What follows belongs to an exercise in optimizing a design on an open flow for small area, a short achievable clock period and few clock cycles per item; a production flow would make more cautious choices. In this exercise RTL edits were held to simulation tests only and were not proved equivalent to the original. Power and IR drop assume default switching activity.

==> flow/design.v <==
package sdft_pkg;
  typedef enum logic [1:0] {
    IDLE = 2'd0,
    LOAD = 2'd1,
    DIV  = 2'd2,
    DONE = 2'd3
  } state_t;
  function automatic int prod_w(input int in_w);
    prod_w = 2 * in_w + 1;
  endfunction
  function automatic int iter_n(input int in_w, input int fr_w);
    iter_n = prod_w(in_w) + fr_w;
  endfunction
  function automatic int cnt_w(input int n);
    cnt_w = $clog2(n + 1);
  endfunction
endpackage
module serial_udiv #(
  parameter int n_w = 25,
  parameter int d_w = 17
) (
  input  logic           clk,
  input  logic           reset_n,
  input  logic           start,
  input  logic           last,
  input  logic [n_w-1:0] dividend,
  input  logic [d_w-1:0] divisor,
  output logic           busy,
  output logic           done,
  output logic [n_w-1:0] quotient
);
  logic [d_w:0]   rem;
  logic [d_w:0]   rem_src;
  logic [d_w:0]   shifted;
  logic [d_w:0]   diff;
  logic [n_w-1:0] q_src;
  logic           take;
  always_comb begin
    rem_src = start ? '0 : rem;
    q_src   = start ? dividend : quotient;
    shifted = {rem_src[d_w-1:0], q_src[n_w-1]};
    take    = (shifted >= {1'b0, divisor});
    diff    = shifted - {1'b0, divisor};
  end
  always_ff @(posedge clk or negedge reset_n) begin
    if (!reset_n) begin
      rem      <= '0;
      quotient <= '0;
      busy     <= 1'b0;
      done     <= 1'b0;
    end else begin
      done <= 1'b0;
      if (start || busy) begin
        rem      <= take ? diff : shifted;
        quotient <= {q_src[n_w-2:0], take};
      end
      if (start) begin
        busy <= 1'b1;
      end else if (busy && last) begin
        busy <= 1'b0;
        done <= 1'b1;
      end
    end
  end
endmodule
module complex_div #(
  parameter int data_in_w  = 8,
  parameter int data_out_w = 16,
  parameter int frac_w     = 8
) (
  input  logic                         clk,
  input  logic                         reset_n,
  input  logic signed [data_in_w-1:0]  a_real,
  input  logic signed [data_in_w-1:0]  a_imag,
  input  logic signed [data_in_w-1:0]  b_real,
  input  logic signed [data_in_w-1:0]  b_imag,
  input  logic                         in_valid,
  output logic                         in_ready,
  output logic signed [data_out_w-1:0] out_real,
  output logic signed [data_out_w-1:0] out_imag,
  output logic                         out_valid,
  input  logic                         out_ready,
  output logic                         div_zero,
  output logic                         sat
);
  localparam int pw  = sdft_pkg::prod_w(data_in_w);
  localparam int nit = sdft_pkg::iter_n(data_in_w, frac_w);
  localparam int cw  = sdft_pkg::cnt_w(nit);
  localparam logic signed [data_out_w-1:0] omax = {1'b0, {(data_out_w-1){1'b1}}};
  localparam logic signed [data_out_w-1:0] omin = {1'b1, {(data_out_w-1){1'b0}}};
  sdft_pkg::state_t                       state;
  logic                         ld_ph;
  logic signed [data_in_w-1:0]  ar, ai, br, bi;
  logic signed [pw-1:0]         nr_c, ni_c;
  logic [pw-1:0]                d_c;
  logic                         nr_neg, ni_neg;
  logic [pw-1:0]                nr_mag, ni_mag, den;
  logic [cw-1:0]                cnt;
  logic                         start, last;
  logic                         busy_r, busy_i, done_r, done_i;
  logic [nit-1:0]               q_r, q_i;
  logic signed [data_out_w-1:0] res_r, res_i;
  logic                         sat_r, sat_i;
  assign nr_c = pw'(ar) * pw'(br) + pw'(ai) * pw'(bi);
  assign ni_c = pw'(ai) * pw'(br) - pw'(ar) * pw'(bi);
  assign d_c  = $unsigned(pw'(br) * pw'(br) + pw'(bi) * pw'(bi));
  assign start = (state == sdft_pkg::LOAD) && ld_ph && (den != '0);
  assign last  = (cnt == cw'(nit - 1));
  function automatic logic [data_out_w:0] clamp(input logic neg, input logic [nit-1:0] mag);
    logic [nit-1:0]        lim;
    logic [data_out_w-1:0] m;
    lim = neg ? nit'({1'b1, {(data_out_w-1){1'b0}}}) : nit'({1'b0, {(data_out_w-1){1'b1}}});
    m   = mag[data_out_w-1:0];
    if (mag > lim) clamp = {1'b1, neg ? omin : omax};
    else           clamp = {1'b0, neg ? -m : m};
  endfunction
  assign {sat_r, res_r} = clamp(nr_neg, q_r);
  assign {sat_i, res_i} = clamp(ni_neg, q_i);
  serial_udiv #(.n_w(nit), .d_w(pw)) u_div_real (
    .clk      (clk),
    .reset_n  (reset_n),
    .start    (start),
    .last     (last),
    .dividend ({nr_mag, {frac_w{1'b0}}}),
    .divisor  (den),
    .busy     (busy_r),
    .done     (done_r),
    .quotient (q_r)
  );
  serial_udiv #(.n_w(nit), .d_w(pw)) u_div_imag (
    .clk      (clk),
    .reset_n  (reset_n),
    .start    (start),
    .last     (last),
    .dividend ({ni_mag, {frac_w{1'b0}}}),
    .divisor  (den),
    .busy     (busy_i),
    .done     (done_i),
    .quotient (q_i)
  );
  always_ff @(posedge clk or negedge reset_n) begin
    if (!reset_n) begin
      state     <= sdft_pkg::IDLE;
      ld_ph     <= 1'b0;
      in_ready  <= 1'b0;
      out_valid <= 1'b0;
      out_real  <= '0;
      out_imag  <= '0;
      div_zero  <= 1'b0;
      sat       <= 1'b0;
      cnt       <= '0;
      ar        <= '0;
      ai        <= '0;
      br        <= '0;
      bi        <= '0;
      nr_neg    <= 1'b0;
      ni_neg    <= 1'b0;
      nr_mag    <= '0;
      ni_mag    <= '0;
      den       <= '0;
    end else begin
      case (state)
        sdft_pkg::IDLE: begin
          in_ready <= 1'b1;
          if (in_valid && in_ready) begin
            ar       <= a_real;
            ai       <= a_imag;
            br       <= b_real;
            bi       <= b_imag;
            in_ready <= 1'b0;
            ld_ph    <= 1'b0;
            state    <= sdft_pkg::LOAD;
          end
        end
        sdft_pkg::LOAD: begin
          ld_ph <= 1'b1;
          if (!ld_ph) begin
            nr_neg <= nr_c[pw-1];
            ni_neg <= ni_c[pw-1];
            nr_mag <= nr_c[pw-1] ? $unsigned(-nr_c) : $unsigned(nr_c);
            ni_mag <= ni_c[pw-1] ? $unsigned(-ni_c) : $unsigned(ni_c);
            den    <= d_c;
          end else if (den == '0) begin
            out_real  <= '0;
            out_imag  <= '0;
            div_zero  <= 1'b1;
            sat       <= 1'b0;
            out_valid <= 1'b1;
            state     <= sdft_pkg::DONE;
          end else begin
            cnt   <= cw'(1);
            state <= sdft_pkg::DIV;
          end
        end
        sdft_pkg::DIV: begin
          if (busy_r || busy_i) cnt <= cnt + cw'(1);
          if (done_r && done_i) begin
            out_real  <= res_r;
            out_imag  <= res_i;
            sat       <= sat_r || sat_i;
            div_zero  <= 1'b0;
            out_valid <= 1'b1;
            state     <= sdft_pkg::DONE;
          end
        end
        sdft_pkg::DONE: begin
          if (out_ready) begin
            out_valid <= 1'b0;
            in_ready  <= 1'b1;
            state     <= sdft_pkg::IDLE;
          end
        end
        default: state <= sdft_pkg::IDLE;
      endcase
    end
  end
endmodule
==> flow/run.sh <==
#!/bin/bash
# synth_recipe.tcl (not shown) runs the flow's synth.tcl, then flattens the netlist and writes it again
# the make line also repeats each setting of config.mk as NAME=value (left out here)
make -C /OpenROAD-flow-scripts/flow DESIGN_CONFIG=/design/flow/config.mk WORK_HOME=/design/flow/orfs CLKGATE_MAP_FILE= SYNTH_SCRIPT=/design/flow/synth_recipe.tcl finish
==> flow/config.mk <==
export PLATFORM = sky130hd
export DESIGN_NAME = complex_div
export DESIGN_NICKNAME = complex_div
export VERILOG_FILES = /design/flow/design.v
export SDC_FILE = /design/flow/constraint.sdc
export NUM_CORES = 4
export LEC_CHECK = 0
export CAP_MARGIN = 20
export CORE_MARGIN = 2
export CORE_UTILIZATION = 40
export SLEW_MARGIN = 20
==> flow/constraint.sdc <==
create_clock -name core_clock -period 7.0 [get_ports {clk}]
set_input_delay 1.4000 -clock core_clock [delete_from_list [all_inputs] [get_ports {clk}]]
set_output_delay 1.4000 -clock core_clock [all_outputs]
set_load 0.01 [all_outputs]
==> flow_metrics.py <==
metrics = {
    "setup_path": {
        "critPathMaxStageDelay_ps": 640,
        "cpMostUsedCell": "inv_1",
        "endpoint_kind": "flip-flop",
        "cpMaxStageDelayCell": "fa_1",
        "crit_required_ps": 7520,
        "cp_max_fo": 9,
        "crit_type": "reg2reg",
        "startpoint_type": "flip-flop",
        "cp.arrival_ps": 7110,
    },
    "die": {
        "core_area_um2": 70300,
        "start_util_pct": 40.6,
        "die-area_um2": 73400,
        "die_y_um": 271,
        "rows": 97,
        "pin_count": 72,
        "fp.dieW_um": 271,
    },
    "finish": {
        "finalNetCount": 3780,
        "multi_input_area_um2": 20600,
        "fillers": 6847,
        "drive_gt1_share_pct": 6.04,
        "antennaDiodeCount": 0,
        "final_cell_mix": "inv_1 (547), fa_1 (404), nand2_1 (243), ha_1 (243), dfrtp_1 (214)",
        "mostFrequentLayoutCell": "inv_1",
        "area_growth_pct": 9.95,
        "final_cells": 4055,
        "regArea_um2": 5430,
    },
    "yosys": {
        "syn_nets": 3746,
        "ys_types": 83,
        "synth_area_um2": 28500,
        "synth-edff-count": 0,
        "ys_seq_area_share_pct": 19.0,
        "synth_seq_cells": 217,
        "avgSynthCellArea_um2": 9.31,
        "async_flop_share_pct": 100,
        "ys.flop_type": "dfrtp_1",
        "postSynthCellCount": 3063,
        "yosys_warnings": 2,
    },
    "global_route": {
        "grt_max_degree": 125,
        "antenna_found_initial": 0,
        "grt_pass1_vias": 21052,
        "grt_pass1_wl_mm": 115,
        "overflow": 0,
        "grt_usage_pct": 19.5,
    },
    "routing": {
        "drt-initial-drc-count": 1243,
        "drc": 0,
        "viasPerCell": 5.02,
        "ant_nets": 0,
        "vias": 20364,
        "wire_per_inst_um": 17.0,
        "dr.pass1.iters": 5,
        "wirelength_mm": 68.9,
    },
    "cts": {
        "cts_buffer_depth": 3,
        "clkSinkCount": 217,
        "clk_latency_ps": 590,
        "cts-buffers-inserted": 26,
        "cts-root-buf": "clkbuf_16",
        "h-tree-depth": 1,
        "path_clk_slew_ps": 70,
        "cts_tree": "built",
        "cts_hold_buf": 0,
    },
    "timing": {
        "relSlewSlack_pct": 28.9,
        "tns_ps": 0,
        "setup_slack_ps": 413,
        "fin_skew_ps": 26.9,
        "min_period_ps": 6590,
        "fmax_mhz": 152,
        "setup_violations": 0,
        "slew_violations": 0,
        "worstMarginPinSlew_ps": 1070,
        "rsz0062_at_grt": "false",
        "finalCritPeriodShare_pct": 94.1,
        "hold_violations": 0,
    },
    "placement": {
        "io_buffer_count": 71,
        "place.detailed.hpwl_mm": 54.4,
        "dp.cells": 4008,
        "gp_congestion": 0.855,
        "dp_slack_ps": 325,
    },
    "power": {
        "ir_drop_v": 0.000130,
        "leakage_nw": 15.3,
        "power_density_nw_per_um2": 89.7,
    },
    "min_path": {
        "hold_path_class": "reg2reg",
    },
    "status": {
        "outcome": "no timing/DRC/antenna violations",
    },
    "run": {
        "cap_violations": 0,
    },
}
[power breakdown]
part / switching, mW / internal (mW)
sequential: 0 / 1.25
combinational: 0.0320 / 0.0187
clock: 0.596 / 0.910
total: 0.628 / 2.18
[timing repair]
item | in CTS | in global routing
buffers inserted | 0 | 0
hold endpoints to repair | 0 | 0
gates resized for setup | 0 | 4
setup endpoints to repair | 0 | 5
[kinds of logic (layout without fill, tap and decap cells)]
family | after synthesis | count (layout) | share of synthesized area (%)
xor+xnor | 132 | 132 | 4.08
mux | 108 | 108 | 3.99
compound gates | 457 | 457 | 10.6
buf+inv | 666 | 718 | 8.84
simple gates | 836 | 836 | 14.4
flops | 217 | 217 | 19.0
fa+ha+maj | 647 | 647 | 39.0
[routing by layer]
| layer | global-route usage (%) | vias to the layer above | routed length, µm |
|---|---|---|---|
| met5 | 0 | - | 0 |
| met4 | 4.45 | 0 | 1680 |
| met3 | 2.19 | 71 | 2720 |
| met2 | 31.9 | 383 | 32200 |
| met1 | 27.6 | 10048 | 32300 |
| li1 | - | 9862 | - |
[state kept, by name (all words and copies together), names as in the netlist, 2 cells and up]
name,flops
br,8
den,17
u_div_real.quotient,25
nr_mag,17
ar,8
cnt,5
bi,8
u_div_imag.rem,17
u_div_imag.quotient,25
ai,8
u_div_real.rem,17
out_real,16
state,2
out_imag,16
ni_mag,17
[metrics by stage]
step	utilization, %	total power [mW]	hold WS, ps	cell area (µm²)
finish	44.6	2.81	472	31400
floorplan	-	1.28	442	28500
global placement	43.2	1.33	454	30400
CTS	44.6	2.87	475	31300
detailed placement	43.2	1.33	461	30400
global route	44.6	2.91	500	31400
[Yosys cell counts (12+ instances only)]
library cell    n  area share, %
nor3_1         37           0.65
nor2_1        188            2.5
o21a_1         21           0.55
clkbuf_1      102            1.3
or3_1          17           0.37
fa_1          404             28
ha_1          243             11
and2_1        212            4.7
xor2_1         37            1.1
a21oi_1       121            2.1
nand2b_1       22           0.48
nor2b_1        24           0.53
o21ai_1        17           0.30
o21ai_0       102            1.8
o211ai_1       19           0.50
xnor2_1        94            2.9
mux2_2         46            1.8
mux2i_1        62            2.2
a32oi_1        22           0.68
nand2_1       244            3.2
nor4_1         12           0.26
a21o_1         31           0.82
inv_1         547            7.2
dfrtp_1       217             19
nand3_1        34           0.60
[worst max-delay path, delay by kind of cell, from the launching register on]
family	cells	cell delay, ps
buffers and inverters	8	760
AND/OR/NAND/NOR	4	780
AO/OA/AOI/OAI	5	820
flip-flops	1	470
adder cells (fa/ha/maj)	7	3500
XOR/XNOR	1	170
[worst paths after layout]
path                         start          end  slack [ps]  cells past startpoint
min reg2reg                    sat          sat         470                      2
min                            sat          sat         470                      2
max reg2reg                  br[2]   ni_mag[16]         410                     25
max                          br[2]   ni_mag[16]         410                     25
min in group asynchronous  reset_n  out_real[9]         840                      1
max in group asynchronous  reset_n        bi[1]        4970                      2
[area by class of cell]
class,count,share of cell area [%]
timing repair buffer,125,3.69
clock buffer,35,2.44
clock inverter,11,0.559
inverter,547,6.55
sequential,217,17.3
multi-input combinational,2180,65.7
tap,940,3.75
Testbench counts, summed over its fixed seeds: cycles 92,808, items 3,200.

-- static timing again, ports no longer ideal --
The results above use ideal ports. As a check the final layout listed here was re-extracted and re-timed, cells and wires unchanged.
Step 1, drivers: a clkbuf_16 drives clk and a buf_2 each remaining input, both assumed.
Step 2 moves the port delays by t, midway between the first and last clock arrival at a register: inputs arrive t later, outputs are due t later. That takes back most of the time a late clock gives input paths.
Slacks: ideal ports / drivers / drivers and shift; pairs: ideal ports / drivers.
t, ns: 0.633
slack for setup (ns): 0.413 / 0.413 / 0.413
hold slack, ns: 0.472 / 0.472 / 0.472
After both steps setup and hold are still met in this run. For this run, drivers alone change the setup slack by 0.000 ns; drivers and shift together by 0.000 ns.
